This is an optimization exercise on Yosys and OpenROAD, whose aim is small area, a short achievable clock period and few clock cycles per item, not a production implementation. Only simulation tests tie the RTL to the original design; equivalence was not proved. Power and IR drop assume default switching activity.

File: flow/config.mk
export PLATFORM = sky130hd
export DESIGN_NAME = delimiter_text_splitter_core
export DESIGN_NICKNAME = delimiter_text_splitter_core
export VERILOG_FILES = /design/flow/design.v
export SDC_FILE = /design/flow/constraint.sdc
export NUM_CORES = 4
export LEC_CHECK = 0
export CAP_MARGIN = 20
export CORE_MARGIN = 2
export CORE_UTILIZATION = 50
export CTS_BUF_LIST = sky130_fd_sc_hd__clkbuf_16
export CTS_CLUSTER_DIAMETER = 80
export CTS_CLUSTER_SIZE = 24
export SLEW_MARGIN = 20
File: flow/constraint.sdc
create_clock -name core_clock -period 16.0 [get_ports {aclk}]
set_input_delay 3.2000 -clock core_clock [delete_from_list [all_inputs] [get_ports {aclk}]]
set_output_delay 3.2000 -clock core_clock [all_outputs]
set_load 0.01 [all_outputs]
File: flow/design.v
module dts_match (
    input  logic [31:0]  w,
    input  logic [3:0]   avail_ge,     
    input  logic [127:0] cfg_bytes,    
    input  logic [11:0]  leff,         
    output logic         match,
    output logic [1:0]   num,
    output logic [2:0]   len
);
    logic [3:0] m;
    always_comb begin
        for (int d = 0; d < 4; d++) begin
            m[d] = (leff[3*d +: 3] != 3'd0);
            for (int j = 0; j < 4; j++) begin
                if (leff[3*d +: 3] > 3'(j) &&
                    (!avail_ge[j] || w[8*j +: 8] != cfg_bytes[32*d + 8*j +: 8])) begin
                    m[d] = 1'b0;
                end
            end
        end
    end
    always_comb begin
        match = |m;
        num   = m[0] ? 2'd0 : m[1] ? 2'd1 : m[2] ? 2'd2 : 2'd3;
        len   = leff[3*num +: 3];
    end
endmodule
module delimiter_text_splitter_core (
    input  logic        aclk,
    input  logic        aresetn,
    input  logic        cfg_we,
    input  logic [2:0]  cfg_addr,
    input  logic [31:0] cfg_wdata,
    input  logic        s_tvalid,
    output logic        s_tready,
    input  logic [7:0]  s_tdata,    
    input  logic        s_tlast,
    output logic        m_tvalid,
    input  logic        m_tready,
    output logic [47:0] m_tdata,    
    output logic [3:0]  m_tuser,    
    output logic        m_tlast
);
    logic [127:0] cfg_bytes;
    logic [11:0]  cfg_lens;
    logic [2:0]   cfg_count;
    logic [11:0]  leff;
    logic [5:0]   cfg_en;
    logic [31:0]  cfg_d0, cfg_d1, cfg_d2, cfg_d3;
    logic [11:0]  cfg_d4;
    logic [2:0]   cfg_d5;
    always_comb begin
        for (int k = 0; k < 6; k++) begin
            cfg_en[k] = !aresetn || (cfg_we && cfg_addr == 3'(k));
        end
        cfg_d0 = aresetn ? cfg_wdata : 32'h0000_0A0A;
        cfg_d1 = aresetn ? cfg_wdata : 32'h0000_000A;
        cfg_d2 = aresetn ? cfg_wdata : 32'h0000_0009;
        cfg_d3 = aresetn ? cfg_wdata : 32'h0000_202E;
        cfg_d4 = aresetn ? cfg_wdata[11:0] : 12'o2112;
        cfg_d5 = aresetn ? cfg_wdata[2:0] : 3'd3;
    end
    always_ff @(posedge aclk) begin
        if (cfg_en[0]) cfg_bytes[31:0]   <= cfg_d0;
        if (cfg_en[1]) cfg_bytes[63:32]  <= cfg_d1;
        if (cfg_en[2]) cfg_bytes[95:64]  <= cfg_d2;
        if (cfg_en[3]) cfg_bytes[127:96] <= cfg_d3;
        if (cfg_en[4]) cfg_lens          <= cfg_d4;
        if (cfg_en[5]) cfg_count         <= cfg_d5;
    end
    always_comb begin
        for (int d = 0; d < 4; d++) begin
            logic [2:0] c;
            c = cfg_lens[3*d +: 3];
            if (c > 3'd4) c = 3'd4;
            if (cfg_count <= 3'(d)) c = 3'd0;
            leff[3*d +: 3] = c;
        end
    end
    logic        rdy_q;                  
    logic        in_v, in_l;
    logic [7:0]  in_d;
    logic [31:0] rb;                     
    logic [3:0]  rv, rl;                 
    logic        mr_match;               
    logic [1:0]  mr_num;
    logic [2:0]  mr_len;
    logic [1:0]  skip;
    logic [1:0]  hrun;                   
    logic        phase;                  
    logic [20:0] qr;
    logic        near;
    logic [2:0]  pr;
    logic        o_v;
    logic [19:0] o_off;
    logic [20:0] o_len;
    logic        o_hit, o_tl, o_fin;
    logic [1:0]  o_num;
    logic [19:0] nstart;                 
    logic [21:0] d0;                     
    function automatic logic [2:0] head_yield(input logic v0, input logic l0,
                                              input logic m, input logic [1:0] sk,
                                              input logic [1:0] hr, input logic ph);
        logic h;
        h = v0 && sk == 2'd0 && m && !ph;
        head_yield = {h, v0 && (h || l0), l0 && h && hr != 2'd3};
    endfunction
    logic        flush, shift, load, hit, produce, split, fin;
    logic [3:0]  avail_ge;
    logic        match;
    logic [1:0]  mnum;
    logic [2:0]  mlen;
    logic [2:0]  lx;
    logic        t_tl;
    logic [20:0] t_end;
    logic [21:0] len_raw;
    logic [20:0] t_len;
    assign flush = !in_v && (rv[3] ? rl[3] : rv[2] ? rl[2] : rv[1] ? rl[1] : rv[0] && rl[0]);
    assign {hit, produce, split} = head_yield(rv[0], rl[0], mr_match, skip, hrun, phase);
    assign fin   = rl[0] && !split;
    assign load  = (in_v || flush) && produce && !o_v;
    assign shift = (in_v || flush) && (!produce || !o_v) && !split;
    assign avail_ge = {!(rl[1] || rl[2] || rl[3]), !(rl[1] || rl[2]), !rl[1], 1'b1};
    dts_match u_match (
        .w         ({in_d, rb[31:8]}),
        .avail_ge  (avail_ge),
        .cfg_bytes (cfg_bytes),
        .leff      (leff),
        .match     (match),
        .num       (mnum),
        .len       (mlen)
    );
    always_comb begin
        logic [2:0] a4;                  
        logic [2:0] s3;
        logic [2:0] t3;
        a4      = rl[0] ? 3'd3 : rl[1] ? 3'd2 : rl[2] ? 3'd1 : 3'd0;
        t_tl    = near && (pr > a4);
        lx      = hit ? mr_len : 3'd1;
        s3      = {1'b0, d0[1:0]} + lx;
        len_raw = {s3[2] ? d0[21:2] + 20'd1 : d0[21:2], s3[1:0]};
        t_len   = len_raw[21] ? 21'd0 : len_raw[20:0];
        t3      = {1'b0, qr[1:0]} + lx;
        t_end   = {t3[2] ? qr[20:2] + 19'd1 : qr[20:2], t3[1:0]};
    end
    logic [3:0]  rv_nx, rl_nx;
    logic        mr_match_nx;
    logic [1:0]  skip_nx, hrun_nx;
    logic        phase_nx;
    logic [20:0] qr_nx;
    logic        near_nx;
    logic [2:0]  pr_nx;
    always_comb begin
        logic [2:0] a4n;
        logic [2:0] qlo;
        logic       adv;                 
        a4n         = '0;
        qlo         = '0;
        adv         = 1'b0;
        rv_nx       = rv;
        rl_nx       = rl;
        mr_match_nx = mr_match;
        skip_nx     = skip;
        hrun_nx     = hrun;
        phase_nx    = phase;
        qr_nx       = qr;
        near_nx     = near;
        pr_nx       = pr;
        if (load && split) begin
            phase_nx = 1'b1;
        end
        if (shift) begin
            rv_nx       = {in_v, rv[3:1]};
            rl_nx       = {in_v && in_l, rl[3:1]};
            mr_match_nx = match;
            phase_nx    = 1'b0;
            if (!rv[0]) begin
                skip_nx = '0;
            end else if (skip != 2'd0) begin
                skip_nx = skip - 2'd1;
            end else if (mr_match) begin
                skip_nx = 2'(mr_len - 3'd1);
            end
            if (!rv[0] || rl[0] || !hit) begin
                hrun_nx = '0;
            end else if (hrun != 2'd3) begin
                hrun_nx = hrun + 2'd1;
            end
            adv = rv[0] && !rl[0];
            a4n = rl[1] ? 3'd3 : rl[2] ? 3'd2 : rl[3] ? 3'd1 : 3'd0;
            if (adv) begin
                near_nx = near || qr == 21'h0FFFFB;
                pr_nx   = !near ? 3'd0 : (pr == 3'd4) ? 3'd4 : pr + 3'd1;
            end else begin
                near_nx = 1'b0;
                pr_nx   = 3'd0;
            end
            qlo = (pr_nx > a4n) ? a4n : pr_nx;
            if (near_nx) begin
                qr_nx = {19'h3FFFF, qlo[1:0]};
            end else if (adv) begin
                qr_nx = qr + 21'd1;
            end else begin
                qr_nx = '0;
            end
        end
        if (!aresetn) begin
            rv_nx    = '0;
            phase_nx = 1'b0;
        end
    end
    always_ff @(posedge aclk) begin
        rv    <= rv_nx;
        phase <= phase_nx;
    end
    always_ff @(posedge aclk) begin
        if (shift) begin
            rb       <= {in_d, rb[31:8]};
            mr_num   <= mnum;
            mr_len   <= mlen;
        end
        rl       <= rl_nx;
        mr_match <= mr_match_nx;
        skip     <= skip_nx;
        hrun     <= hrun_nx;
        qr       <= qr_nx;
        d0       <= {1'b0, qr_nx} - {2'b00, nstart};
        near     <= near_nx;
        pr       <= pr_nx;
    end
    logic in_v_nx, o_v_nx;
    logic [2:0] y_nx;
    assign in_v_nx = rdy_q ? s_tvalid : in_v;
    assign o_v_nx  = load || (o_v && !m_tready);
    assign y_nx    = head_yield(rv_nx[0], rl_nx[0], mr_match_nx, skip_nx, hrun_nx, phase_nx);
    always_ff @(posedge aclk) begin
        if (!aresetn) begin
            in_v  <= 1'b0;
            rdy_q <= 1'b1;
        end else begin
            in_v  <= in_v_nx;
            rdy_q <= !in_v_nx || ((!y_nx[1] || !o_v_nx) && !y_nx[0]);
        end
    end
    always_ff @(posedge aclk) begin
        if (rdy_q) begin
            in_d <= s_tdata;
            in_l <= s_tlast;
        end
    end
    always_ff @(posedge aclk) begin
        if (!aresetn) begin
            o_v    <= 1'b0;
            nstart <= '0;
        end else begin
            o_v <= o_v_nx;
            if (load) begin
                nstart <= fin ? 20'd0 : (t_end[20] ? 20'hFFFFF : t_end[19:0]);
            end
        end
    end
    always_ff @(posedge aclk) begin
        o_off <= ({20{load}} & nstart) | ({20{!load}} & o_off);
        o_len <= ({21{load}} & t_len) | ({21{!load}} & o_len);
        o_hit <= (load & hit) | (!load & o_hit);
        o_num <= ({2{load & hit}} & mr_num) | ({2{!load}} & o_num);
        o_tl  <= (load & t_tl) | (!load & o_tl);
        o_fin <= (load & fin) | (!load & o_fin);
    end
    assign s_tready = rdy_q;
    assign m_tvalid = o_v;
    assign m_tdata  = {7'd0, o_len, o_off};
    assign m_tuser  = {o_tl, o_num, o_hit};
    assign m_tlast  = o_fin;
endmodule
File: flow/flow/run.sh
#!/bin/bash
# The standard layout with buf_2 port buffers, and timing repair aimed at a
# setup slack well above zero so that the layout's paths get sized for speed.
set -euo pipefail
bash standard.sh BUFFER_PORTS_ARGS="-buffer_cell sky130_fd_sc_hd__buf_2" SETUP_SLACK_MARGIN=11.9 TNS_END_PERCENT=100 finish > standard_flow.log 2>&1
File: flow/standard.sh
#!/bin/bash
# synth_recipe.tcl (not shown) runs the flow's synth.tcl, then flattens the netlist and writes it again
# the make line also repeats each setting of config.mk as NAME=value (left out here)
make -C /OpenROAD-flow-scripts/flow DESIGN_CONFIG=/design/flow/config.mk WORK_HOME=/design/flow/orfs CLKGATE_MAP_FILE= SYNTH_SCRIPT=/design/flow/synth_recipe.tcl "${@:-finish}"
==> results_dict.tcl, run 1 <==
set metrics [dict create \
    cpMaxStageDelayCell "edfxtp_1" \
    wl_um 30500 \
    start_util_pct 51.1 \
    slowest_delay_ns 0.37 \
    grt-ovfl-total 0 \
    viasPerCell 5.34 \
    fin_tns_setup_ns 0 \
    drc_errors 0 \
    startpoint_type "register" \
    wl_per_cell_um 17.9 \
    layout.nets 1403 \
    antennaDiodeCount 0 \
    ys_types 69 \
    place_hpwl_um 21400 \
    coreArea_sq_um 28000 \
    die_w_um 173 \
    synth-xor-area-share_pct 11.5 \
    area_delta_synth_final_pct 14.0 \
    worstSetupPathType "reg -> out" \
    cts-root-buf "clkbuf_16" \
    cts_inserted_buffers 17 \
    row_count 61 \
    synth-edff-count 232 \
    period_share_pct 26.5 \
    avgSynthCellArea_sq_um 11.9 \
    timing.final.crit_period_ns 4.24 \
    synthMuxAreaShare_pct 0.507 \
    finClkSkew_ns 0.0186 \
    cp-end-kind "primary output" \
    clkLatencyLatePin_ns 0.52 \
    grt_pass1_vias 8988 \
    cts_tree "yes" \
    hold_path_class "reg -> reg" \
    cp_num_buf_inv 1 \
    ys_warn_count 2 \
    synth_compound_area_share_pct 9.31 \
    portBuffers 96 \
    die_h_um 173 \
    setup_viol 0 \
    critPathTopFamily "flip-flops" \
    rsz0062_at_grt "true" \
    fillerInstances 2363 \
    synth-async-reset-ratio_pct 0 \
    hold_viol 0 \
    vdd_drop_max_uv 96.0 \
    drv_slew 0 \
    grt_pass1_wl_um 48400 \
    cts.sinks 311 \
    seq_area_frac_synth_pct 59.7 \
    cp.arrival_ns 1.04 \
    yosys.area_share.simple_pct 12.7 \
    cts-htree-levels 1 \
    crit_fanout 1 \
    clk_pin_slew_ns 0.10 \
    worstPathRequired_ns 12.80 \
    synth_area_sq_um 14300 \
    tightestPinTransition_ns 0.971 \
    powerDensity_nw_per_um2 97.2 \
    synth_top_family_by_area "simple AND/OR/NAND/NOR gates" \
    synthAdderAreaFrac_pct 3.22 \
    dieArea_sq_um 30000 \
    ioPinCount 104 \
    vias 9120 \
    grt_max_degree 51 \
    synthCells 1205 \
    grt_usage_pct 20.3 \
    drive_above_1_share_pct 16.9 \
    worst_slew_margin_rel_pct 34.9 \
    status "no timing/DRC/antenna violations" \
    final_util_pct 58.2 \
    fmax_ghz 0.236 \
    antenna_found_initial 0 \
    initialDrtViolationCount 489 \
    cp_cell_sequence "buf_2" \
    first_pass_iters 5 \
    synth_ff_type "edfxtp_1" \
    clock_path_buffers 3 \
    total_leakage_power_nw 5.92 \
    place_congestion 0.854 \
    ys_ff_latch 311 \
    ant_nets 0 \
    drv_cap 0 \
]
[Yosys cell counts (4+ instances only)]
cell / instances / area (sq um)
nor2_1: 91 / 342
o211a_1: 4 / 40.0
xnor2_1: 85 / 744
o21ai_0: 56 / 280
clkbuf_1: 29 / 109
ha_1: 32 / 400
a31oi_1: 13 / 81.3
a21o_1: 22 / 165
nor4_1: 22 / 138
a21oi_1: 62 / 310
o21a_1: 5 / 37.5
buf_4: 10 / 75.1
edfxtp_1: 232 / 6970
o31ai_1: 5 / 37.5
a211oi_1: 5 / 37.5
inv_1: 55 / 206
dfxtp_1: 79 / 1580
a22o_1: 7 / 61.3
nand4_1: 22 / 138
mux2i_1: 5 / 50.1
nand3_1: 22 / 110
nor3_1: 32 / 160
xor2_1: 95 / 832
nand2_1: 70 / 263
a41oi_1: 4 / 35.0
and3_1: 7 / 43.8
nor2b_1: 9 / 56.3
or2_2: 5 / 31.3
o21bai_1: 4 / 30.0
or3_1: 8 / 50.1
nand2b_1: 15 / 93.8
and2_1: 38 / 238
[cell type report]
class                           count  area, sq um  share of cell area (%)
Clock buffer                       17          425                    2.61
Clock inverter                     13         72.6                   0.445
Inverter                           57          221                    1.36
Multi-Input combinational cell    800         5710                    35.0
Sequential cell                   311         8570                    52.6
Tap cell                          378          473                    2.90
Timing Repair Buffer              132          832                    5.10
[cell usage in the layout, fill, tap and decap left out, types with 5 or more instances in the layout]
master and n:
buf_4 29, o21ai_0 46, xor2_1 95, nor2_1 88
a22o_1 7, or3_1 8, nand3_1 21, o21ai_1 5
edfxtp_1 232, dfxtp_1 73, a21oi_2 5, nand2_1 69
clkbuf_16 17, nor2b_1 7, inv_1 57, dfxtp_4 6
and2_1 38, conb_1 7, o21a_1 5, a21o_1 22
a31oi_1 10, and3_1 6, mux2i_1 5, buf_2 92
nor3_1 30, nor4_1 22, inv_2 5, nand4_1 22
buf_6 7, a21oi_1 56, ha_1 27, nand2b_1 13
xnor2_1 85
[kinds of logic (layout without fill, tap and decap cells)]
| kind of cell | after synthesis | count (layout) |
|---|---|---|
| other | 1 | 7 |
| flip-flops | 311 | 311 |
| buffers and inverters | 100 | 219 |
| adder cells (fa/ha/maj) | 35 | 35 |
| AO/OA/AOI/OAI | 212 | 212 |
| multiplexers | 7 | 7 |
| AND/OR/NAND/NOR | 356 | 356 |
| XOR/XNOR | 183 | 183 |
[power breakdown]
group,internal [mW],switching [mW],total [mW]
Clock,0.199,0.259,0.458
Combinational,0.0721,0.0879,0.160
Sequential,0.924,0.0429,0.967
Total,1.20,0.390,1.59
[final timing paths]
| kind | start | end | slack, ns | cells after the start |
|---|---|---|---|---|
| max | register | m_tdata[30] | 11.76 | 1 |
| min | mr_num[0]$_DFFE_PN_ | o_num[0]$_DFF_P_ | 0.46 | 1 |
| max reg2reg | pr[0]$_DFFE_PN_ | d0[16]$_DFF_P_ | 11.87 | 23 |
| min reg2reg | mr_num[0]$_DFFE_PN_ | o_num[0]$_DFF_P_ | 0.46 | 1 |
[stage by stage]
step	power [mW]	setup WS, ns	hold WS [ns]	area (sq um)	std cells
CTS	1.60	11.74	0.473	16100	1701
global route	1.65	11.68	0.482	16300	1708
finish	1.59	11.76	0.461	16300	1708
detailed placement	1.13	10.69	0.445	15200	1649
global placement	1.13	10.72	0.441	15200	1649
floorplan	1.08	11.32	0.429	14500	1211
[routing by layer]
metal	routed length, um	up-vias	part of all wire [%]	track usage [%]
li1	-	4519	-	-
met1	12800	4365	42	25.3
met2	16100	195	53	37.7
met3	968	41	3.2	2.13
met4	698	0	2.3	4.98
met5	0	-	0	0
[repair_timing]
action / in CTS / in global routing
pin swaps: 15 / 20
cloned: 0 / 0
gates resized for setup: 47 / 37
hold buffers: 0 / 0
endpoints found under the setup margin: 112 / 58
buffers inserted: 22 / 7
Testbench counts, summed over its fixed seeds: cycles 169,958, bytes 166,651.
==> run 2: changes to the inputs <==
--- a/flow/config.mk
+++ b/flow/config.mk
@@ -9,6 +9,6 @@
 export CORE_MARGIN = 2
 export CORE_UTILIZATION = 50
-export CTS_BUF_LIST = sky130_fd_sc_hd__clkbuf_16
 export CTS_CLUSTER_DIAMETER = 80
 export CTS_CLUSTER_SIZE = 24
+export GPL_TIMING_DRIVEN = 1
 export SLEW_MARGIN = 20
==> run 2 against run 1 <==
  * Sequential power is essentially flat
  * Setup slack is essentially flat
  * Area after synthesis is the same
  * Non-clock buffer count shrank 1
  * Global-route usage is the same
  * Critical path depth is the same
  * Clock power grew 2%
  * Fmax is essentially flat
  * First-iteration DRC count grew 6.3%
  * Combinational power is essentially flat
  * Count of clock-buffer cells in the layout grew 9
  * Sequential share of layout area is essentially flat
  * Critical endpoint unchanged
==> results_dict.tcl, run 2 <==
set metrics [dict create \
    register_area_sq_um 8570 \
    synthTopCellsByArea "edfxtp_1 49%, dfxtp_1 11%, xor2_1 5.8%, xnor2_1 5.2%, ha_1 2.8%" \
    dieArea_sq_um 30000 \
    area_delta_synth_final_pct 13.9 \
    top_layer "met4" \
    powerDensity_nw_per_um2 97.7 \
    synth_area_sq_um 14300 \
    drive_above_1_share_pct 16.9 \
    grt_pass1_wl_um 48400 \
    fillerInstances 2364 \
    initialDrtViolationCount 520 \
    ant_nets 0 \
    worst_slew_margin_rel_pct 33.2 \
    ys_ff_latch 311 \
    clkLatencyLatePin_ns 0.52 \
    portBuffers 96 \
    hold_start "mr_num[0]$_DFFE_PN_" \
    slowest_delay_ns 0.37 \
    crit_fanout 1 \
    drv_cap 0 \
    vdd_drop_max_uv 96.0 \
    reg2regPathDepth 23 \
    design_area_sq_um 16300 \
    final_util_pct 58.2 \
    row_count 61 \
    start_util_pct 51.1 \
    place_hpwl_um 21400 \
    fmax_ghz 0.236 \
    final_cell_mix "232 x edfxtp_1, 95 x xor2_1, 92 x buf_2, 88 x nor2_1, 85 x xnor2_1" \
    hold_buffers 0 \
    status "no timing/DRC/antenna violations" \
    coreArea_sq_um 28000 \
    synth-async-reset-ratio_pct 0 \
    final_cells 1707 \
    final_common_cell "edfxtp_1" \
    cts_tree "yes" \
    post-synth-top-count-cell "edfxtp_1" \
    drc_errors 0 \
    critPathTopFamily "flip-flops" \
    tightestPinTransition_ns 0.997 \
    dpl_cell_area_sq_um 15200 \
    cp-end-kind "primary output" \
    cts.sinks 311 \
    ys_warn_count 2 \
    wl_per_cell_um 17.9 \
    antenna_found_initial 0 \
    synth-edff-count 232 \
    cp_num_buf_inv 1 \
    vias 9101 \
    cts-root-buf "clkbuf_16" \
    wl_um 30500 \
    min_to "o_num[0]$_DFF_P_" \
    die_h_um 173 \
    place_inst 1649 \
    ys_types 69 \
    met1_length_um 12900 \
    hold_viol 0 \
    fin_tns_setup_ns 0 \
    p_sw_mw 0.389 \
    hold_ws_ns 0.461 \
    viasPerCell 5.33 \
    r2r_setup_slack_ns 11.88 \
    period_share_pct 26.5 \
    startpoint_type "register" \
    setup_slack_ns 11.76 \
    synth_ff_type "edfxtp_1" \
    p_int_mw 1.20 \
    first_pass_iters 5 \
    cp_cell_sequence "buf_2" \
    clock_path_buffers 3 \
    grt_pass1_vias 8976 \
    yosys-top-cells-count "232 x edfxtp_1, 95 x xor2_1, 91 x nor2_1" \
    grt_max_degree 51 \
    synth_top_cell_by_area "edfxtp_1" \
    met3_length_um 805 \
    cts_inserted_buffers 17 \
    cts-htree-levels 1 \
    r2r-start "pr[0]$_DFFE_PN_" \
    timing.final.crit_period_ns 4.24 \
    place_congestion 0.854 \
    worstSetupPathType "reg -> out" \
    p_sw_share_pct 24.4 \
    antennaDiodeCount 0 \
    total_leakage_power_nw 5.88 \
    cpMaxStageDelayCell "edfxtp_1" \
    hold_depth 1 \
    cp.arrival_ns 1.04 \
    synthCells 1205 \
    path_depth 1 \
    die_w_um 173 \
    clk_pin_slew_ns 0.11 \
    finClkSkew_ns 0.0184 \
    worstReg2RegEnd "d0[16]$_DFF_P_" \
    layout.nets 1402 \
    drv_slew 0 \
    pre_cts_ws_ns 10.69 \
    worstPathRequired_ns 12.80 \
    grt-ovfl-total 0 \
    p_clk_share_pct 29.3 \
    multi_input_area_sq_um 5700 \
    rsz0062_at_grt "true" \
    setup_viol 0 \
    p_seq_share_pct 60.7 \
    power_mw 1.59 \
    routed-wl-met2_um 16100 \
    combPwrFrac_pct 9.9 \
    grt_usage_pct 20.3 \
    ioPinCount 104 \
    avgSynthCellArea_sq_um 11.9 \
    hold_path_class "reg -> reg" \
    synth.top_cell.area_share_pct 48.7 \
    seq_area_frac_synth_pct 59.7 \
]
==> run 2: cell counts after synthesis <==
No cell type changed its count.
==> run 2: worst max path at each step <==
stage                          startpoint                    endpoint
final                            register                 m_tdata[30]
after detailed placement          aresetn     nstart[17]$_SDFFE_PN0P_
after floorplan               cfg_addr[0]  cfg_bytes[0]$_SDFFCE_PN0P_
after global placement            aresetn     nstart[17]$_SDFFE_PN0P_
after CTS                        register                  m_tdata[1]
after global routing      pr[0]$_DFFE_PN_              d0[16]$_DFF_P_
==> run 2: metal layers <==
| metal | GRT usage [%] | vias to the layer above |
|---|---|---|
| met5 | 0 | - |
| met4 | 4.98 | 0 |
| met3 | 2.13 | 39 |
| met2 | 37.7 | 158 |
| met1 | 25.3 | 4383 |
| li1 | - | 4521 |
==> run 2: power by group through the flow <==
stage	Sequential (mW)	Clock (mW)	Combinational (mW)
after floorplan	0.972	0	0.109
after global placement	0.985	0	0.144
after detailed placement	0.986	0	0.145
after CTS	0.967	0.483	0.155
after global routing	0.974	0.510	0.177
final	0.967	0.467	0.158
==> run 2: kinds of logic (layout without fill, tap and decap cells) <==
kind of cell             Yosys count  count (layout)  share of synthesized area (%)
AO/OA/AOI/OAI                    212             212                           9.31
multiplexers                       7               7                          0.507
adder cells (fa/ha/maj)           35              35                           3.22
buffers and inverters            100             218                           2.96
XOR/XNOR                         183             183                           11.5
AND/OR/NAND/NOR                  356             356                           12.7
flip-flops                       311             311                           59.7
other                              1               7                         0.0262
==> run 2: what timing repair did <==
item / CTS / global route
setup buffers: 22 / 6
resized for setup: 47 / 35
pin swaps: 15 / 20
endpoints found under the setup margin: 112 / 58
==> run 2: area by class of cell <==
cell class	count	share of cell area, %
flip-flops and latches	311	52.6
multi-input cells	800	35.0
repair buffers	131	5.06
well taps	378	2.90
clock buffers	26	2.88
inverters	57	1.36
clock inverters	4	0.238
==> run 3: changes to the inputs <==
--- a/flow/config.mk
+++ b/flow/config.mk
@@ -11,4 +11,3 @@
 export CTS_CLUSTER_DIAMETER = 80
 export CTS_CLUSTER_SIZE = 24
-export GPL_TIMING_DRIVEN = 1
 export SLEW_MARGIN = 20
==> run 3 against run 2 <==
  * Clock power about the same
  * First-iteration DRC count is the same
  * Highest routed layer unchanged
  * Critical path type unchanged
  * Critical endpoint unchanged
  * Fmax unchanged
  * Non-clock buffer count stayed put
  * Synthesized cell count did not move
  * Total power unchanged
  * Cell count is the same
  * Hold slack is the same
  * Largest power group unchanged
  * Via count unchanged
==> results_dict.tcl, run 3 <==
set metrics [dict create \
    status "no timing/DRC/antenna violations" \
    cp_num_buf_inv 1 \
    final_cell_mix "232 x edfxtp_1, 95 x xor2_1, 92 x buf_2, 88 x nor2_1, 85 x xnor2_1" \
    design_area_sq_um 16300 \
    synth.top_cell.area_share_pct 48.7 \
    drv_slew 0 \
    cp.arrival_ns 1.04 \
    setup_slack_ns 11.76 \
    cp_cell_sequence "buf_2" \
    synth-edff-count 232 \
    row_count 61 \
    place_hpwl_um 21400 \
    area_delta_synth_final_pct 13.9 \
    portBuffers 96 \
    drive_above_1_share_pct 16.9 \
    total_leakage_power_nw 5.88 \
    clock_path_buffers 3 \
    initialDrtViolationCount 520 \
    antenna_found_initial 0 \
    grt_pass1_vias 8976 \
    seq_area_frac_synth_pct 59.7 \
    final_util_pct 58.2 \
    antennaDiodeCount 0 \
    synth_ff_type "edfxtp_1" \
    clk_pin_slew_ns 0.11 \
    fmax_ghz 0.236 \
    finClkSkew_ns 0.0184 \
    grt-ovfl-total 0 \
    die_w_um 173 \
    worst_slew_margin_rel_pct 33.2 \
    layout.nets 1402 \
    startpoint_type "register" \
    pre_cts_ws_ns 10.69 \
    worstSetupPathType "reg -> out" \
    reg2regPathDepth 23 \
    tightestPinTransition_ns 0.997 \
    timing.final.crit_period_ns 4.24 \
    hold_viol 0 \
    ys_ff_latch 311 \
    worstPathRequired_ns 12.80 \
    synth_area_sq_um 14300 \
    avgSynthCellArea_sq_um 11.9 \
    period_share_pct 26.5 \
    worstReg2RegEnd "d0[16]$_DFF_P_" \
    drc_errors 0 \
    critPathTopFamily "flip-flops" \
    start_util_pct 51.1 \
    cts_inserted_buffers 17 \
    synth_top_cell_by_area "edfxtp_1" \
    grt_usage_pct 20.3 \
    first_pass_iters 5 \
    cp-end-kind "primary output" \
    synth-async-reset-ratio_pct 0 \
    ys_types 69 \
    wl_per_cell_um 17.9 \
    setup_viol 0 \
    cts-htree-levels 1 \
    final_common_cell "edfxtp_1" \
    r2r-start "pr[0]$_DFFE_PN_" \
    crit_fanout 1 \
    ant_nets 0 \
    endpoint "m_tdata[30]" \
    cts_tree "yes" \
    vias 9101 \
    drv_cap 0 \
    yosys-top-cells-count "232 x edfxtp_1, 95 x xor2_1, 91 x nor2_1" \
    viasPerCell 5.33 \
    fin_tns_setup_ns 0 \
    synthTopCellsByArea "edfxtp_1 49%, dfxtp_1 11%, xor2_1 5.8%, xnor2_1 5.2%, ha_1 2.8%" \
    place_congestion 0.854 \
    cts-root-buf "clkbuf_16" \
    path_depth 1 \
    cpMaxStageDelayCell "edfxtp_1" \
    cts.sinks 311 \
    fillerInstances 2364 \
    rsz0062_at_grt "true" \
    die_h_um 173 \
    dieArea_sq_um 30000 \
    ys_warn_count 2 \
    hold_ws_ns 0.461 \
    clkLatencyLatePin_ns 0.52 \
    dpl_cell_area_sq_um 15200 \
    wl_um 30500 \
    hold_path_class "reg -> reg" \
    powerDensity_nw_per_um2 97.7 \
    vdd_drop_max_uv 96.0 \
    coreArea_sq_um 28000 \
    ioPinCount 104 \
    r2r_setup_slack_ns 11.88 \
    synthCells 1205 \
    post-synth-top-count-cell "edfxtp_1" \
    slowest_delay_ns 0.37 \
    grt_pass1_wl_um 48400 \
    grt_max_degree 51 \
]
run 3: cell counts after synthesis:
No cell type changed its count.
run 3: cell type report:
class	count	area [sq um]	area share [%]
Multi-Input combinational cell	800	5700	35.0
Timing Repair Buffer	131	825	5.06
Inverter	57	221	1.36
Clock inverter	4	38.8	0.238
Sequential cell	311	8570	52.6
Tap cell	378	473	2.90
Clock buffer	26	469	2.88
run 3: report_power, final:
group	switching [mW]	total, mW	internal (mW)
combinational	0.0875	0.158	0.0709
sequential	0.0429	0.967	0.924
clock	0.258	0.467	0.209
total	0.389	1.59	1.20
run 3: kinds of logic (layout without fill, tap and decap cells):
| kind of cell | Yosys count | in the layout | share of synthesized area (%) |
|---|---|---|---|
| simple gates | 356 | 356 | 12.7 |
| flops | 311 | 311 | 59.7 |
| compound gates | 212 | 212 | 9.31 |
| xor+xnor | 183 | 183 | 11.5 |
| buf+inv | 100 | 218 | 2.96 |
| fa+ha+maj | 35 | 35 | 3.22 |
| mux | 7 | 7 | 0.507 |
| other cells | 1 | 7 | 0.0262 |
run 3: worst min-delay path by stage:
stage,start,end,slack (ns),cells after the start
6_report,mr_num[0]$_DFFE_PN_,o_num[0]$_DFF_P_,0.46,1
5_1_grt,nstart[18]$_SDFFE_PN0P_,register,0.48,0
4_1_cts,mr_num[0]$_DFFE_PN_,o_num[0]$_DFF_P_,0.47,1
3_5_place_dp,mr_num[0]$_DFFE_PN_,o_num[0]$_DFF_P_,0.45,1
3_3_place_gp,mr_num[1]$_DFFE_PN_,o_num[1]$_DFF_P_,0.44,1
2_1_floorplan,nstart[11]$_SDFFE_PN0P_,register,0.43,0
run 3: repair_timing:
item | in CTS | in global routing
gates resized for setup | 47 | 35
pin swaps | 15 | 20
setup buffers | 22 | 6
hold buffers | 0 | 0
setup endpoints to repair | 112 | 58
gates cloned | 0 | 0
run 3: per-layer routing:
metal	global-route usage [%]	vias to the layer above	share of wire, %	wire [um]
met2	37.7	158	53	16100
met5	0	-	0	0
met4	4.98	0	2.3	691
li1	-	4521	-	-
met1	25.3	4383	42	12900
met3	2.13	39	2.6	805
run 3: metrics by stage:
step | instances | total power [mW]
floorplan | 1211 | 1.08
global placement | 1649 | 1.13
detailed placement | 1649 | 1.13
CTS | 1701 | 1.61
global route | 1707 | 1.66
finish | 1707 | 1.59
==> run 4: changes to the inputs <==
--- a/flow/config.mk
+++ b/flow/config.mk
@@ -8,5 +8,5 @@
 export CAP_MARGIN = 20
 export CORE_MARGIN = 2
-export CORE_UTILIZATION = 50
+export CORE_UTILIZATION = 40
 export CTS_CLUSTER_DIAMETER = 80
 export CTS_CLUSTER_SIZE = 24
==> run 4 against run 3 <==
  * Still clean on timing, DRC and antenna
  * Combinational power increased by 4%
  * Routed wire length increased by 5.2%
  * Sequential power about the same
  * Total power is 3.5% higher
  * Clock skew up 0.0095 ns
  * Die area rose by 24%
  * Sequential share of layout area down 0.96 points
  * Critical path type unchanged
==> results_dict.tcl, run 4 <==
set metrics [dict create \
    die_w_um 193 \
    clkLatencyLatePin_ns 0.53 \
    place_hpwl_um 22600 \
    ioPinCount 104 \
    seq_area_frac_synth_pct 59.7 \
    synth-edff-count 232 \
    grt_max_degree 50 \
    post-synth-top-count-cell "edfxtp_1" \
    vdd_drop_max_uv 88.7 \
    slowest_delay_ns 0.32 \
    hold_path_class "reg -> reg" \
    cp_common_cell "buf_6" \
    synth_top_cell_by_area "edfxtp_1" \
    final_cell_mix "232 x edfxtp_1, 95 x xor2_1, 92 x buf_2, 89 x nor2_1, 85 x xnor2_1" \
    hold_buffers 0 \
    cpMaxStageDelayCell "dfxtp_2" \
    drv_slew 0 \
    place_inst 1737 \
    place_congestion 0.845 \
    cp.arrival_ns 1.09 \
    wl_per_cell_um 17.8 \
    reg2regPathDepth 23 \
    rsz0062_at_grt "true" \
    start_util_pct 40.4 \
    synth.top_cell.area_share_pct 48.7 \
    total_leakage_power_nw 6.01 \
    yosys-top-cells-count "232 x edfxtp_1, 95 x xor2_1, 91 x nor2_1" \
    synth-async-reset-ratio_pct 0 \
    crit_fanout 2 \
    startpoint_type "register" \
    synth_ff_type "edfxtp_1" \
    cts-root-buf "clkbuf_16" \
    synthCells 1205 \
    cp_num_buf_inv 2 \
    viasPerCell 5.13 \
    setup_viol 0 \
    power_mw 1.65 \
    synth_area_sq_um 14300 \
    fin_tns_setup_ns 0 \
    synthTopCellsByArea "edfxtp_1 49%, dfxtp_1 11%, xor2_1 5.8%, xnor2_1 5.2%, ha_1 2.8%" \
    ys_ff_latch 311 \
    worstSetupPathType "reg -> out" \
    cp-end-kind "primary output" \
    drc_errors 0 \
    period_share_pct 26.8 \
    path_depth 2 \
    tightestPinTransition_ns 1.01 \
    final_util_pct 46.9 \
    cp_cell_sequence "buf_6 > buf_6" \
    vias 9259 \
    grt_pass1_wl_um 50400 \
    first_pass_iters 5 \
    cts_tree "yes" \
    coreArea_sq_um 35400 \
    hold_viol 0 \
    powerDensity_nw_per_um2 99.3 \
    clock_path_buffers 3 \
    ys_types 69 \
    worstPathRequired_ns 12.80 \
    die_h_um 193 \
    fmax_ghz 0.233 \
    timing.final.crit_period_ns 4.29 \
    cts-htree-levels 1 \
    grt_pass1_vias 9281 \
    critPathTopFamily "flip-flops" \
    worst_slew_margin_rel_pct 32.4 \
    clk_pin_slew_ns 0.10 \
    grt_usage_pct 17.4 \
    drive_above_1_share_pct 18.4 \
    initialDrtViolationCount 437 \
    antenna_found_initial 0 \
    cts.sinks 311 \
    hold_depth 1 \
    portBuffers 96 \
    area_delta_synth_final_pct 16.0 \
    avgSynthCellArea_sq_um 11.9 \
    antennaDiodeCount 0 \
    ant_nets 0 \
    layout.nets 1415 \
    grt-ovfl-total 0 \
    finClkSkew_ns 0.0279 \
    final_cells 1805 \
    dieArea_sq_um 37300 \
    row_count 69 \
    status "no timing/DRC/antenna violations" \
    cts_inserted_buffers 19 \
    final_common_cell "edfxtp_1" \
    wl_um 32100 \
    ys_warn_count 2 \
    drv_cap 0 \
]
run 4: layout make-up:
class | count | area, sq um
clock buffer | 25 | 508
fill | 3266 | 18800
timing repair buffer | 142 | 917
clock inverter | 9 | 95.1
multi-input combinational | 800 | 5710
inverter | 57 | 220
tap | 461 | 577
sequential | 311 | 8570
run 4: kinds of logic (layout without fill, tap and decap cells):
| group | count (synthesis) | count (layout) | synth area share (%) |
|---|---|---|---|
| other cells | 1 | 7 | 0.0262 |
| fa+ha+maj | 35 | 35 | 3.22 |
| mux | 7 | 7 | 0.507 |
| compound gates | 212 | 212 | 9.31 |
| flops | 311 | 311 | 59.7 |
| xor+xnor | 183 | 183 | 11.5 |
| simple gates | 356 | 356 | 12.7 |
| buf+inv | 100 | 233 | 2.96 |
run 4: timing repair:
item / CTS / global route
gates resized for setup: 48 / 43
setup buffers: 20 / 14
endpoints found under the setup margin: 151 / 61
pin swaps: 15 / 29
run 4: per-layer routing:
metal	vias up	track usage, %	share of wire [%]
met5	-	0	0
met4	0	4.25	2.5
met3	49	2.01	3.6
met2	203	31.1	50
met1	4463	22.5	44
li1	4544	-	-
run 4: power by group:
part	internal [mW]	switching (mW)
combinational	0.0741	0.0906
sequential	0.924	0.0428
clock	0.237	0.280
run 4: worst paths after layout:
kind / startpoint / end / slack [ns]
max: rdy_q$_SDFF_PN1_ / s_tready / 11.71
min: mr_num[0]$_DFFE_PN_ / o_num[0]$_DFF_P_ / 0.48
max reg2reg: rv[0]$_DFF_P_ / d0[20]$_DFF_P_ / 11.84
min reg2reg: mr_num[0]$_DFFE_PN_ / o_num[0]$_DFF_P_ / 0.48
run 4: metrics by stage:
step	hold WS [ns]	worst slack (ns)	area, sq um
after floorplan	0.429	11.32	14500
after global placement	0.441	10.80	15400
after detailed placement	0.446	10.75	15400
after CTS	0.479	11.67	16300
after global routing	0.489	11.63	16600
final	0.480	11.71	16600
==> run 5: changes to the inputs <==
==> flow/flow/run.sh (replaced) <==
#!/bin/bash
# The standard layout with buf_2 port buffers, and timing repair aimed at a
# setup slack well above zero so that the layout's paths get sized for speed.
set -euo pipefail
bash standard.sh BUFFER_PORTS_ARGS="-buffer_cell sky130_fd_sc_hd__buf_2" SETUP_SLACK_MARGIN=11.6 TNS_END_PERCENT=100 finish > standard_flow.log 2>&1
--- a/flow/config.mk
+++ b/flow/config.mk
@@ -8,5 +8,5 @@
 export CAP_MARGIN = 20
 export CORE_MARGIN = 2
-export CORE_UTILIZATION = 40
+export CORE_UTILIZATION = 50
 export CTS_CLUSTER_DIAMETER = 80
 export CTS_CLUSTER_SIZE = 24
==> run 5 against run 4 <==
  * Combinational power is 7% lower
  * Largest power group unchanged
  * Highest routed layer unchanged
  * First-iteration DRC count is 9.8% higher
  * Die area is 20% lower
  * Cell count is 5.9% lower
  * Sequential share of layout area is 1.5 points higher
  * Register-to-register slack worse by 0.12 ns
  * Total power is 2.9% lower
  * Non-clock buffer count is 20 lower
  * Clock skew is 0.013 ns lower
  * Critical path depth stayed put
  * Hold slack worse by 0.019 ns
  * Setup slack worse by 0.031 ns
==> results_dict.tcl, run 5 <==
set metrics [dict create \
    antenna_found_initial 0 \
    vdd_drop_max_uv 92.6 \
    drv_slew 0 \
    drc_errors 0 \
    start_util_pct 51.1 \
    timing.final.crit_period_ns 4.32 \
    synthTopCellsByArea "edfxtp_1 49%, dfxtp_1 11%, xor2_1 5.8%, xnor2_1 5.2%, ha_1 2.8%" \
    ys_types 69 \
    finClkSkew_ns 0.0148 \
    ys_ff_latch 311 \
    worstSetupPathType "reg -> out" \
    die_w_um 173 \
    synth-async-reset-ratio_pct 0 \
    grt_max_degree 50 \
    final_common_cell "edfxtp_1" \
    cp.arrival_ns 1.12 \
    hold_viol 0 \
    reg2regPathDepth 19 \
    cts-root-buf "clkbuf_16" \
    hold_start "mr_num[0]$_DFFE_PN_" \
    avgSynthCellArea_sq_um 11.9 \
    first_pass_iters 4 \
    cts_inserted_buffers 17 \
    ant_nets 0 \
    seq_area_frac_synth_pct 59.7 \
    rsz0062_at_grt "true" \
    die_h_um 173 \
    drv_cap 0 \
    row_count 61 \
    layout.nets 1394 \
    cts.sinks 311 \
    grt_usage_pct 20.6 \
    period_share_pct 27.0 \
    clock_path_buffers 3 \
    final_cell_mix "232 x edfxtp_1, 95 x xor2_1, 95 x buf_2, 89 x nor2_1, 85 x xnor2_1" \
    place_congestion 0.868 \
    clkLatencyLatePin_ns 0.52 \
    synth.top_cell.area_share_pct 48.7 \
    synth_ff_type "edfxtp_1" \
    synthCells 1205 \
    vias 9107 \
    hold_depth 1 \
    portBuffers 96 \
    wl_um 31000 \
    initialDrtViolationCount 480 \
    setup_viol 0 \
    tightestPinTransition_ns 0.760 \
    clk_pin_slew_ns 0.09 \
    coreArea_sq_um 28000 \
    antennaDiodeCount 0 \
    fmax_ghz 0.232 \
    yosys-top-cells-count "232 x edfxtp_1, 95 x xor2_1, 91 x nor2_1" \
    viasPerCell 5.36 \
    grt-ovfl-total 0 \
    min_to "o_num[0]$_DFF_P_" \
    cp-end-kind "primary output" \
    hold_path_class "reg -> reg" \
    ys_warn_count 2 \
    design_area_sq_um 16100 \
    cts-htree-levels 1 \
    wl_per_cell_um 18.3 \
    powerDensity_nw_per_um2 99.5 \
    synth-edff-count 232 \
    dpl_cell_area_sq_um 15200 \
    place_hpwl_um 21500 \
    dieArea_sq_um 30000 \
    synth_area_sq_um 14300 \
    cts_tree "yes" \
    total_leakage_power_nw 5.83 \
    ioPinCount 104 \
    r2r-start "pr[0]$_DFFE_PN_" \
    crit_fanout 2 \
    status "no timing/DRC/antenna violations" \
    worstPathRequired_ns 12.80 \
    fillerInstances 2358 \
    startpoint_type "register" \
    grt_pass1_wl_um 49000 \
    post-synth-top-count-cell "edfxtp_1" \
    area_delta_synth_final_pct 12.5 \
    worst_slew_margin_rel_pct 48.9 \
    grt_pass1_vias 8961 \
    synth_top_cell_by_area "edfxtp_1" \
    fin_tns_setup_ns 0 \
    worstReg2RegEnd "d0[19]$_DFF_P_" \
    drive_above_1_share_pct 15.0 \
    r2r_setup_slack_ns 11.72 \
]
run 5: area by class of cell:
| class | count | area (sq um) | area share [%] |
|---|---|---|---|
| multi-input combinational | 801 | 5620 | 35.0 |
| inverter | 57 | 219 | 1.36 |
| clock buffer | 25 | 465 | 2.89 |
| sequential | 311 | 8550 | 53.2 |
| clock inverter | 5 | 62.6 | 0.389 |
| tap | 378 | 473 | 2.94 |
| timing repair buffer | 122 | 693 | 4.31 |
run 5: logic make-up after synthesis:
group	count (synthesis)	share of synthesized area [%]
compound gates	212	9.31
xor+xnor	183	11.5
fa+ha+maj	35	3.22
buf+inv	100	2.96
flops	311	59.7
mux	7	0.507
other cells	1	0.0262
simple gates	356	12.7
run 5: worst max path at each step:
| stage | startpoint | endpoint | slack, ns | cells past startpoint |
|---|---|---|---|---|
| detailed placement | aresetn | nstart[19]$_SDFFE_PN0P_ | 10.23 | 5 |
| floorplan | cfg_addr[0] | cfg_bytes[0]$_SDFFCE_PN0P_ | 11.32 | 2 |
| CTS | pr[1]$_DFFE_PN_ | d0[20]$_DFF_P_ | 11.52 | 19 |
| global placement | aresetn | nstart[19]$_SDFFE_PN0P_ | 10.34 | 5 |
| global route | rv[0]$_DFF_P_ | d0[20]$_DFF_P_ | 11.43 | 22 |
| finish | rdy_q$_SDFF_PN1_ | s_tready | 11.68 | 2 |
run 5: per-layer routing:
layer	GRT usage (%)	wire [um]
met1	26.8	13500
met2	36.9	15800
met3	2.29	971
met4	5.08	747
met5	0	0
run 5: worst max-delay path: stages, from the launching register on:
cell     delay, ns
dfxtp_1       0.35
buf_6         0.12
buf_2         0.12
run 5: timing repair:
item | in CTS | in global routing
hold buffers | 0 | 0
pin swaps | 4 | 15
gates cloned | 1 | 0
resized for setup | 23 | 23
buffers inserted | 9 | 7
setup endpoints to repair | 37 | 12
run 5: report_power, final:
group	internal, mW	switching, mW	total [mW]
registers	0.924	0.0426	0.967
logic	0.0664	0.0866	0.153
clock network	0.224	0.257	0.481
total	1.21	0.387	1.60
run 5: through the flow:
stage / hold slack (ns) / setup slack (ns) / cells / total power, mW / utilization, %
finish: 0.461 / 11.68 / 1699 / 1.60 / 57.4
global route: 0.481 / 11.43 / 1699 / 1.67 / 57.4
CTS: 0.464 / 11.52 / 1692 / 1.61 / 56.8
detailed placement: 0.447 / 10.23 / 1652 / 1.13 / 54.4
global placement: 0.439 / 10.34 / 1652 / 1.13 / 54.4
floorplan: 0.429 / 11.32 / 1211 / 1.08 / -
==> run 6: changes to the inputs <==
==> flow/flow/run.sh (replaced) <==
#!/bin/bash
# The standard layout with buf_2 port buffers, and timing repair aimed at a
# setup slack well above zero so that the layout's paths get sized for speed.
set -euo pipefail
bash standard.sh BUFFER_PORTS_ARGS="-buffer_cell sky130_fd_sc_hd__buf_2" SETUP_SLACK_MARGIN=12.05 TNS_END_PERCENT=100 finish > standard_flow.log 2>&1
==> run 6 against run 5 <==
  * Register-to-register slack improved by 0.22 ns
  * Clock skew is 0.0036 ns higher
  * Combinational power is 16% higher
  * Still clean
  * First-iteration DRC count fell by 1.5%
  * Flip-flop and latch count unchanged
  * Synthesized cell count did not move
  * Largest cell class unchanged
  * Total power rose by 0.69%
  * Global-route usage grew 0.56 points
  * Area after synthesis stayed put
  * Cell area grew 3.2%
==> results_dict.tcl, run 6 <==
set metrics [dict create \
    grt_pass1_vias 9113 \
    gr-usage-met2_pct 37.6 \
    wl_um 31700 \
    row_count 61 \
    p_int_mw 1.22 \
    cp-end-kind "primary output" \
    synth-async-reset-ratio_pct 0 \
    ys_ff_latch 311 \
    hold_ws_ns 0.466 \
    crit_fanout 2 \
    clk_pin_slew_ns 0.10 \
    fmax_ghz 0.233 \
    grt_max_degree 49 \
    yosys-top-cells-count "232 x edfxtp_1, 95 x xor2_1, 91 x nor2_1" \
    cts_tree "yes" \
    die_h_um 173 \
    drc_errors 0 \
    synthTopCellsByArea "edfxtp_1 49%, dfxtp_1 11%, xor2_1 5.8%, xnor2_1 5.2%, ha_1 2.8%" \
    ioPinCount 104 \
    fin_tns_setup_ns 0 \
    register_area_sq_um 8560 \
    drv_cap 0 \
    clock_path_buffers 3 \
    grtUsageMet3_pct 2.29 \
    total_leakage_power_nw 6.07 \
    dieArea_sq_um 30000 \
    timing.final.crit_period_ns 4.29 \
    cp.arrival_ns 1.09 \
    worstPathRequired_ns 12.80 \
    portBuffers 96 \
    powerDensity_nw_per_um2 97.1 \
    cts-htree-levels 1 \
    synthCells 1205 \
    cts_inserted_buffers 17 \
    p_seq_share_pct 59.9 \
    seq_area_frac_synth_pct 59.7 \
    viasPerCell 5.30 \
    worstSetupPathType "reg -> out" \
    synth_top_cell_by_area "edfxtp_1" \
    cts.sinks 311 \
    coreArea_sq_um 28000 \
    synth.top_cell.area_share_pct 48.7 \
    grt_usage_pct 21.2 \
    startpoint_type "register" \
    ys_types 69 \
    grt-ovfl-total 0 \
    hold_path_class "reg -> reg" \
    cts-root-buf "clkbuf_16" \
    die_w_um 173 \
    final_cell_mix "232 x edfxtp_1, 95 x xor2_1, 92 x buf_2, 89 x nor2_1, 85 x xnor2_1" \
    antennaDiodeCount 0 \
    p_clk_share_pct 29.1 \
    avgSynthCellArea_sq_um 11.9 \
    grt_pass1_wl_um 50300 \
    place_hpwl_um 21700 \
    finClkSkew_ns 0.0184 \
    hold_viol 0 \
    grt_use_met1_pct 27.9 \
    ant_nets 0 \
    synth_ff_type "edfxtp_1" \
    ys_warn_count 2 \
    cp_common_cell "buf_6" \
    period_share_pct 26.8 \
    final_common_cell "edfxtp_1" \
    drv_slew 0 \
    grt.busiest_layer "met2" \
    vdd_drop_max_uv 72.1 \
    tightestPinTransition_ns 0.785 \
    cp_cell_sequence "buf_6 > buf_6" \
    clkLatencyLatePin_ns 0.51 \
    setup_viol 0 \
    layout.nets 1425 \
    cpMaxStageDelayCell "dfxtp_2" \
    final_util_pct 59.3 \
    first_pass_iters 5 \
    area_delta_synth_final_pct 16.0 \
    place_congestion 0.831 \
    start_util_pct 51.1 \
    synth_area_sq_um 14300 \
    p_sw_share_pct 24.4 \
    combPwrFrac_pct 11.0 \
    p_sw_mw 0.393 \
    initialDrtViolationCount 473 \
    multi_input_area_sq_um 5770 \
    post-synth-top-count-cell "edfxtp_1" \
    status "no timing/DRC/antenna violations" \
    synth-edff-count 232 \
    worst_slew_margin_rel_pct 47.2 \
    fillerInstances 2356 \
    slowest_delay_ns 0.33 \
    drive_above_1_share_pct 18.7 \
    vias 9170 \
    antenna_found_initial 0 \
    rsz0062_at_grt "true" \
    wl_per_cell_um 18.3 \
]
run 6: cell counts after synthesis:
No cell type changed its count.
run 6: path summary, 6_finish.rpt:
path	start	end	slack, ns	cells past startpoint
setup reg to reg	pr[0]$_DFFE_PN_	d0[20]$_DFF_P_	11.94	22
hold reg to reg	nstart[13]$_SDFFE_PN0P_	register	0.47	0
hold / removal	nstart[13]$_SDFFE_PN0P_	register	0.47	0
setup / recovery	rdy_q$_SDFF_PN1_	s_tready	11.71	2
run 6: power groups by stage:
| stage | logic, mW | clock network, mW | registers, mW |
|---|---|---|---|
| after floorplan | 0.110 | 0 | 0.972 |
| after global placement | 0.147 | 0 | 0.985 |
| after detailed placement | 0.148 | 0 | 0.986 |
| after CTS | 0.161 | 0.482 | 0.968 |
| after global routing | 0.195 | 0.513 | 0.974 |
| final | 0.177 | 0.469 | 0.967 |
run 6: cells by family (layout without fill, tap and decap cells):
family | count (synthesis) | in the layout | synth area share (%)
xor+xnor | 183 | 183 | 11.5
mux | 7 | 7 | 0.507
fa+ha+maj | 35 | 35 | 3.22
buf+inv | 100 | 240 | 2.96
flops | 311 | 311 | 59.7
simple gates | 356 | 356 | 12.7
other cells | 1 | 7 | 0.0262
compound gates | 212 | 212 | 9.31
run 6: metrics by stage:
step	instance area (sq um)	power [mW]	std cells	setup slack, ns
global route	16600	1.68	1729	11.69
floorplan	14500	1.08	1211	11.32
detailed placement	15300	1.13	1652	11.03
CTS	16200	1.61	1706	11.70
global placement	15300	1.13	1652	11.10
finish	16600	1.61	1729	11.71
run 6: area by class of cell:
class | instances | share of cell area [%]
flip-flops and latches | 311 | 51.6
multi-input cells | 800 | 34.7
repair buffers | 154 | 6.45
clock buffers | 26 | 2.89
well taps | 378 | 2.85
inverters | 57 | 1.34
clock inverters | 3 | 0.143
run 6: what timing repair did:
item                                    CTS  global route
endpoints found under the setup margin  210            70
buffers inserted                         24            22
gates resized for setup                  56            37
cloned                                    1             1
pin swaps                                21            27
hold buffers                              0             0
run 6: critical path: cells and delay by family (launching register included):
kind     cells  cell delay, ns
flops        1            0.33
buf+inv      2            0.23
run 6: metal layers:
metal  part of all wire (%)  vias to the layer above
met5                      0                        -
met4                    1.8                        0
met3                    3.5                       33
met2                     50                      169
met1                     44                     4408
li1                       -                     4560
==> run 7: changes to the inputs <==
==> flow/flow/run.sh (replaced) <==
#!/bin/bash
# The standard layout with buf_2 port buffers, and timing repair aimed at a
# setup slack well above zero so that the layout's paths get sized for speed.
set -euo pipefail
bash standard.sh BUFFER_PORTS_ARGS="-buffer_cell sky130_fd_sc_hd__buf_2" SETUP_SLACK_MARGIN=11.9 TNS_END_PERCENT=100 finish > standard_flow.log 2>&1
--- a/flow/config.mk
+++ b/flow/config.mk
@@ -8,6 +8,6 @@
 export CAP_MARGIN = 20
 export CORE_MARGIN = 2
-export CORE_UTILIZATION = 50
-export CTS_CLUSTER_DIAMETER = 80
-export CTS_CLUSTER_SIZE = 24
+export CORE_UTILIZATION = 65
+export CTS_CLUSTER_DIAMETER = 60
+export CTS_CLUSTER_SIZE = 40
 export SLEW_MARGIN = 20
==> run 7 against run 6 <==
  * Cell area down 0.78%
  * Critical path type unchanged
  * Hold slack better by 0.011 ns
  * Via count up 3.3%
  * Die area down 23%
  * Combinational power down 8%
  * Routed wire length down 2.4%
  * Cell count down 6.3%
  * Non-clock buffer count down 24
  * Still clean
  * Register-to-register slack worse by 0.12 ns
  * Global-route usage up 4.9 points
  * Largest cell class unchanged
==> results_dict.tcl, run 7 <==
set metrics [dict create \
    rsz0062_at_grt "true" \
    ys_ff_latch 311 \
    finClkSkew_ns 0.0268 \
    drv_slew 0 \
    cp_num_buf_inv 1 \
    tightestPinTransition_ns 1.02 \
    powerDensity_nw_per_um2 106 \
    grt_usage_pct 26.1 \
    fmax_ghz 0.232 \
    dieArea_sq_um 23200 \
    drc_errors 0 \
    power_mw 1.75 \
    post-synth-top-count-cell "edfxtp_1" \
    die_h_um 152 \
    pre_cts_ws_ns 10.35 \
    worstPathRequired_ns 12.80 \
    final_cells 1620 \
    synthTopCellsByArea "edfxtp_1 49%, dfxtp_1 11%, xor2_1 5.8%, xnor2_1 5.2%, ha_1 2.8%" \
    grt_max_degree 54 \
    antenna_found_initial 0 \
    antennaDiodeCount 0 \
    cts_inserted_buffers 23 \
    design_area_sq_um 16500 \
    ioPinCount 104 \
    vias 9470 \
    synth-async-reset-ratio_pct 0 \
    status "no timing/DRC/antenna violations" \
    layout.nets 1407 \
    synthCells 1205 \
    cts-root-buf "clkbuf_16" \
    final_cell_mix "232 x edfxtp_1, 95 x xor2_1, 91 x buf_2, 89 x nor2_1, 85 x xnor2_1" \
    grt_pass1_wl_um 48200 \
    cp-end-kind "primary output" \
    vdd_drop_max_uv 98.1 \
    clk_pin_slew_ns 0.08 \
    synth.top_cell.area_share_pct 48.7 \
    avgSynthCellArea_sq_um 11.9 \
    synth_ff_type "edfxtp_1" \
    worstSetupPathType "reg -> out" \
    critPathTopFamily "flip-flops" \
    total_leakage_power_nw 6.04 \
    ys_warn_count 2 \
    slowest_delay_ns 0.41 \
    ys_types 69 \
    seq_area_frac_synth_pct 59.7 \
    first_pass_iters 5 \
    dpl_cell_area_sq_um 15100 \
    portBuffers 96 \
    drive_above_1_share_pct 18.3 \
    start_util_pct 66.0 \
    die_w_um 152 \
    synth_top_cell_by_area "edfxtp_1" \
    wl_um 30900 \
    place_hpwl_um 21400 \
    final_common_cell "edfxtp_1" \
    synth_area_sq_um 14300 \
    coreArea_sq_um 21700 \
    period_share_pct 26.9 \
    grt_pass1_vias 9390 \
    clock_path_buffers 3 \
    place_congestion 0.919 \
    multi_input_area_sq_um 5710 \
    grt-ovfl-total 0 \
    crit_fanout 1 \
    area_delta_synth_final_pct 15.1 \
    viasPerCell 5.85 \
    hold_path_class "reg -> reg" \
    drv_cap 0 \
    setup_slack_ns 11.69 \
    hold_viol 0 \
    fillerInstances 1431 \
    worst_slew_margin_rel_pct 31.8 \
    cts.sinks 311 \
    synth-edff-count 232 \
    ant_nets 0 \
    initialDrtViolationCount 707 \
    clkLatencyLatePin_ns 0.55 \
    register_area_sq_um 8570 \
    wl_per_cell_um 19.1 \
    place_inst 1551 \
    row_count 54 \
    hold_ws_ns 0.478 \
    setup_viol 0 \
    yosys-top-cells-count "232 x edfxtp_1, 95 x xor2_1, 91 x nor2_1" \
    fin_tns_setup_ns 0 \
    final_util_pct 75.9 \
    startpoint_type "register" \
    cts-htree-levels 1 \
    cp.arrival_ns 1.11 \
    cts_tree "yes" \
    timing.final.crit_period_ns 4.31 \
    cp_cell_sequence "buf_2" \
    cpMaxStageDelayCell "edfxtp_1" \
]
## run 7: cell families after synthesis
family / share of synthesized area (%)
xor gates and xnor gates: 11.5
adders and majority gates: 3.22
other: 0.0262
AOI/OAI and AO/OA: 9.31
buffers and inverters: 2.96
DFF: 59.7
and+or+nand+nor: 12.7
muxes: 0.507
## run 7: cell type report
| class | instances | share of cell area [%] |
|---|---|---|
| flip-flops and latches | 311 | 52.0 |
| multi-input cells | 800 | 34.7 |
| repair buffers | 130 | 4.90 |
| clock buffers | 23 | 3.49 |
| well taps | 280 | 2.13 |
| clock inverters | 19 | 1.48 |
| inverters | 57 | 1.33 |
## run 7: power by group
group | leakage [nW] | internal [mW] | switching [mW]
Clock | 0.396 | 0.293 | 0.326
Sequential | 2.87 | 0.924 | 0.0428
Combinational | 2.77 | 0.0737 | 0.0896
## run 7: repair_timing
action,4_1_cts,5_1_grt
gates cloned,0,0
setup endpoints to repair,190,69
pin swaps,11,30
buffers inserted,15,12
hold endpoints to repair,0,0
hold buffers,0,0
resized for setup,41,37
## run 7: final timing paths
check	start	endpoint	slack, ns	cells past startpoint
setup / recovery	register	m_tuser[0]	11.69	1
hold / removal	nstart[19]$_SDFFE_PN0P_	register	0.48	0
setup reg to reg	pr[0]$_DFFE_PN_	d0[20]$_DFF_P_	11.82	20
hold reg to reg	nstart[19]$_SDFFE_PN0P_	register	0.48	0
## run 7: layer usage
layer / global-route usage (%) / share of wire (%)
met1: 31.6 / 39
met2: 47.9 / 53
met3: 2.67 / 4.2
met4: 10.3 / 3.8
met5: 0 / 0
==> run 8: changes to the inputs <==
--- a/flow/config.mk
+++ b/flow/config.mk
@@ -8,6 +8,6 @@
 export CAP_MARGIN = 20
 export CORE_MARGIN = 2
-export CORE_UTILIZATION = 65
+export CORE_UTILIZATION = 50
 export CTS_CLUSTER_DIAMETER = 60
-export CTS_CLUSTER_SIZE = 40
+export CTS_CLUSTER_SIZE = 32
 export SLEW_MARGIN = 20
==> run 8 against run 7 <==
  * Still clean on timing, DRC and antenna
  * Non-clock buffer count grew 6
  * Clock skew shrank 0.0023 ns
  * Sequential share of layout area shrank 1.1 points
  * Clock power grew 15%
  * Via count shrank 2.3%
  * Core utilization shrank 16 points
  * Count of clock-buffer cells in the layout grew 9
  * Largest power group unchanged
==> results_dict.tcl, run 8 <==
set metrics [dict create \
    status "no timing/DRC/antenna violations" \
    drv_cap 0 \
    top_layer "met4" \
    cp.arrival_ns 1.05 \
    grt_pass1_wl_um 48800 \
    vdd_drop_max_uv 108 \
    final_cell_mix "232 x edfxtp_1, 95 x xor2_1, 92 x buf_2, 88 x nor2_1, 85 x xnor2_1" \
    synth_area_sq_um 14300 \
    worstPathRequired_ns 12.80 \
    fillerInstances 2317 \
    synth_top_family_by_area "simple AND/OR/NAND/NOR gates" \
    cp_cell_sequence "buf_2" \
    wl_per_cell_um 17.8 \
    ys_ff_latch 311 \
    worst_slew_margin_rel_pct 35.8 \
    startpoint_type "register" \
    synth-xor-area-share_pct 11.5 \
    vias 9248 \
    cts.sinks 311 \
    ys_types 69 \
    clock_path_buffers 3 \
    cts-root-buf "clkbuf_16" \
    first_pass_iters 6 \
    cp_num_buf_inv 1 \
    fmax_ghz 0.235 \
    crit_fanout 1 \
    die_h_um 173 \
    critPathTopFamily "flip-flops" \
    worstSetupPathType "reg -> out" \
    place_hpwl_um 21400 \
    fin_tns_setup_ns 0 \
    synth_compound_area_share_pct 9.31 \
    synthTopCellsByArea "edfxtp_1 49%, dfxtp_1 11%, xor2_1 5.8%, xnor2_1 5.2%, ha_1 2.8%" \
    timing.final.crit_period_ns 4.25 \
    r2r_setup_slack_ns 11.93 \
    hold_viol 0 \
    area_delta_synth_final_pct 17.7 \
    synth.top_cell.area_share_pct 48.7 \
    total_leakage_power_nw 6.16 \
    slowest_delay_ns 0.37 \
    synthAdderAreaFrac_pct 3.22 \
    yosys.area_share.simple_pct 12.7 \
    antenna_found_initial 0 \
    endpoint "m_tdata[1]" \
    yosys-top-cells-count "232 x edfxtp_1, 95 x xor2_1, 91 x nor2_1" \
    avgSynthCellArea_sq_um 11.9 \
    clk_pin_slew_ns 0.07 \
    viasPerCell 5.33 \
    cts-htree-levels 1 \
    r2r-start "pr[0]$_DFFE_PN_" \
    cts_inserted_buffers 29 \
    path_depth 1 \
    grt_usage_pct 20.5 \
    powerDensity_nw_per_um2 109 \
    final_util_pct 60.1 \
    routed-wl-met2_um 16300 \
    die_w_um 173 \
    period_share_pct 26.6 \
    tightestPinTransition_ns 0.958 \
    hold_buffers 0 \
    met3_length_um 1020 \
    wl_um 30800 \
    ioPinCount 104 \
    drv_slew 0 \
    synth_top_cell_by_area "edfxtp_1" \
    row_count 61 \
    setup_viol 0 \
    grt_max_degree 51 \
    place_congestion 0.854 \
    ant_nets 0 \
    drc_errors 0 \
    drive_above_1_share_pct 18.9 \
    rsz0062_at_grt "true" \
    finClkSkew_ns 0.0245 \
    reg2regPathDepth 22 \
    met1_length_um 12900 \
    initialDrtViolationCount 559 \
    final_common_cell "edfxtp_1" \
    synth-edff-count 232 \
    grt-ovfl-total 0 \
    synth-async-reset-ratio_pct 0 \
    post-synth-top-count-cell "edfxtp_1" \
    antennaDiodeCount 0 \
    layout.nets 1419 \
    cts_tree "yes" \
    hold_path_class "reg -> reg" \
    cpMaxStageDelayCell "edfxtp_1" \
    grt_pass1_vias 9095 \
    portBuffers 96 \
    synthMuxAreaShare_pct 0.507 \
    cp-end-kind "primary output" \
    worstReg2RegEnd "d0[20]$_DFF_P_" \
    coreArea_sq_um 28000 \
    seq_area_frac_synth_pct 59.7 \
    start_util_pct 51.1 \
    dieArea_sq_um 30000 \
    ys_warn_count 2 \
    synth_ff_type "edfxtp_1" \
    clkLatencyLatePin_ns 0.56 \
    synthCells 1205 \
]
[run 8: cell counts after synthesis]
No cell type changed its count.
[run 8: cell families after synthesis]
group / count (synthesis)
xor+xnor: 183
other cells: 1
compound gates: 212
buf+inv: 100
fa+ha+maj: 35
flops: 311
mux: 7
simple gates: 356
[run 8: layout make-up]
cell class                      instances  area, sq um  share of cell area (%)
Clock buffer                           32          747                    4.43
Clock inverter                         21          251                    1.49
Inverter                               57          220                    1.31
Multi-Input combinational cell        800         5700                    33.8
Sequential cell                       311         8570                    50.9
Tap cell                              378          473                    2.81
Timing Repair Buffer                  136          885                    5.25
[run 8: worst min-delay path by stage]
stage,startpoint,to,slack (ns),cells after the start
after global routing,nstart[15]$_SDFFE_PN0P_,register,0.48,0
after CTS,nstart[7]$_SDFFE_PN0P_,register,0.47,0
after global placement,mr_num[1]$_DFFE_PN_,o_num[1]$_DFF_P_,0.44,1
after floorplan,nstart[11]$_SDFFE_PN0P_,register,0.43,0
after detailed placement,mr_num[0]$_DFFE_PN_,o_num[0]$_DFF_P_,0.45,1
final,nstart[7]$_SDFFE_PN0P_,register,0.47,0
[run 8: report_power, final]
part,internal [mW],switching (mW),total [mW]
Clock,0.363,0.347,0.710
Sequential,0.924,0.0427,0.967
Combinational,0.0725,0.0880,0.160
[run 8: stage by stage]
stage               instances  instance area [sq um]  hold slack (ns)  setup slack [ns]  total power, mW
CTS                      1721                  16600            0.472             11.71             1.85
detailed placement       1649                  15200            0.445             10.69             1.13
finish                   1735                  16800            0.467             11.75             1.84
global placement         1649                  15200            0.441             10.72             1.13
floorplan                1211                  14500            0.429             11.32             1.08
global route             1735                  16800            0.478             11.69             1.91
[run 8: what timing repair did]
action | in CTS | in global routing
resized for setup | 49 | 31
pin swaps | 17 | 19
setup endpoints to repair | 112 | 83
buffers inserted | 19 | 13
gates cloned | 0 | 1
[run 8: per-layer routing]
metal / global-route usage (%) / vias to the layer above
li1: - / 4585
met2: 37.8 / 182
met3: 2.33 / 51
met5: 0 / -
met1: 25.7 / 4430
met4: 4.80 / 0

re-timing with driven ports:
The flow's constraints put no driver on any port. The routed layouts listed below were extracted and timed again, unchanged, in two steps. Step 1 sets driving cells, clkbuf_16 on the clock port and buf_2 on the other inputs (assumed; they add their load-dependent delay and slew). Step 2 adds t to the input delays and takes it off the output delays; t is the mean of the earliest and latest rising clock arrival at the registers after step 1. Input paths then give back, and output paths get back, about the clock's delay inside the block. Slacks: no drivers / after step 1 / after step 2; pairs: no drivers / after step 1.
run | shift t [ns] | setup slack, ns | hold slack, ns | cell pins on the clock port's net
run 1 | 0.562 | 11.763 / 11.713 / 11.448 | 0.461 / 0.461 / 0.461 | 1
run 2 | 0.562 | 11.763 / 11.713 / 11.446 | 0.461 / 0.461 / 0.461 | 1
run 3 | 0.562 | 11.763 / 11.713 / 11.446 | 0.461 / 0.461 / 0.461 | 1
run 4 | 0.561 | 11.711 / 11.663 / 11.464 | 0.480 / 0.480 / 0.480 | 1
run 5 | 0.565 | 11.681 / 11.627 / 11.248 | 0.461 / 0.461 / 0.461 | 1
run 6 | 0.557 | 11.714 / 11.663 / 11.522 | 0.466 / 0.466 / 0.466 | 1
run 7 | 0.589 | 11.692 / 11.645 / 11.430 | 0.478 / 0.478 / 0.478 | 1
run 8 | 0.597 | 11.748 / 11.699 / 11.431 | 0.467 / 0.467 / 0.467 | 1
After both steps setup and hold are still met in every run listed. For run 5, which loses most, drivers alone change the setup slack by -0.054 ns; drivers and shift together by -0.433 ns.
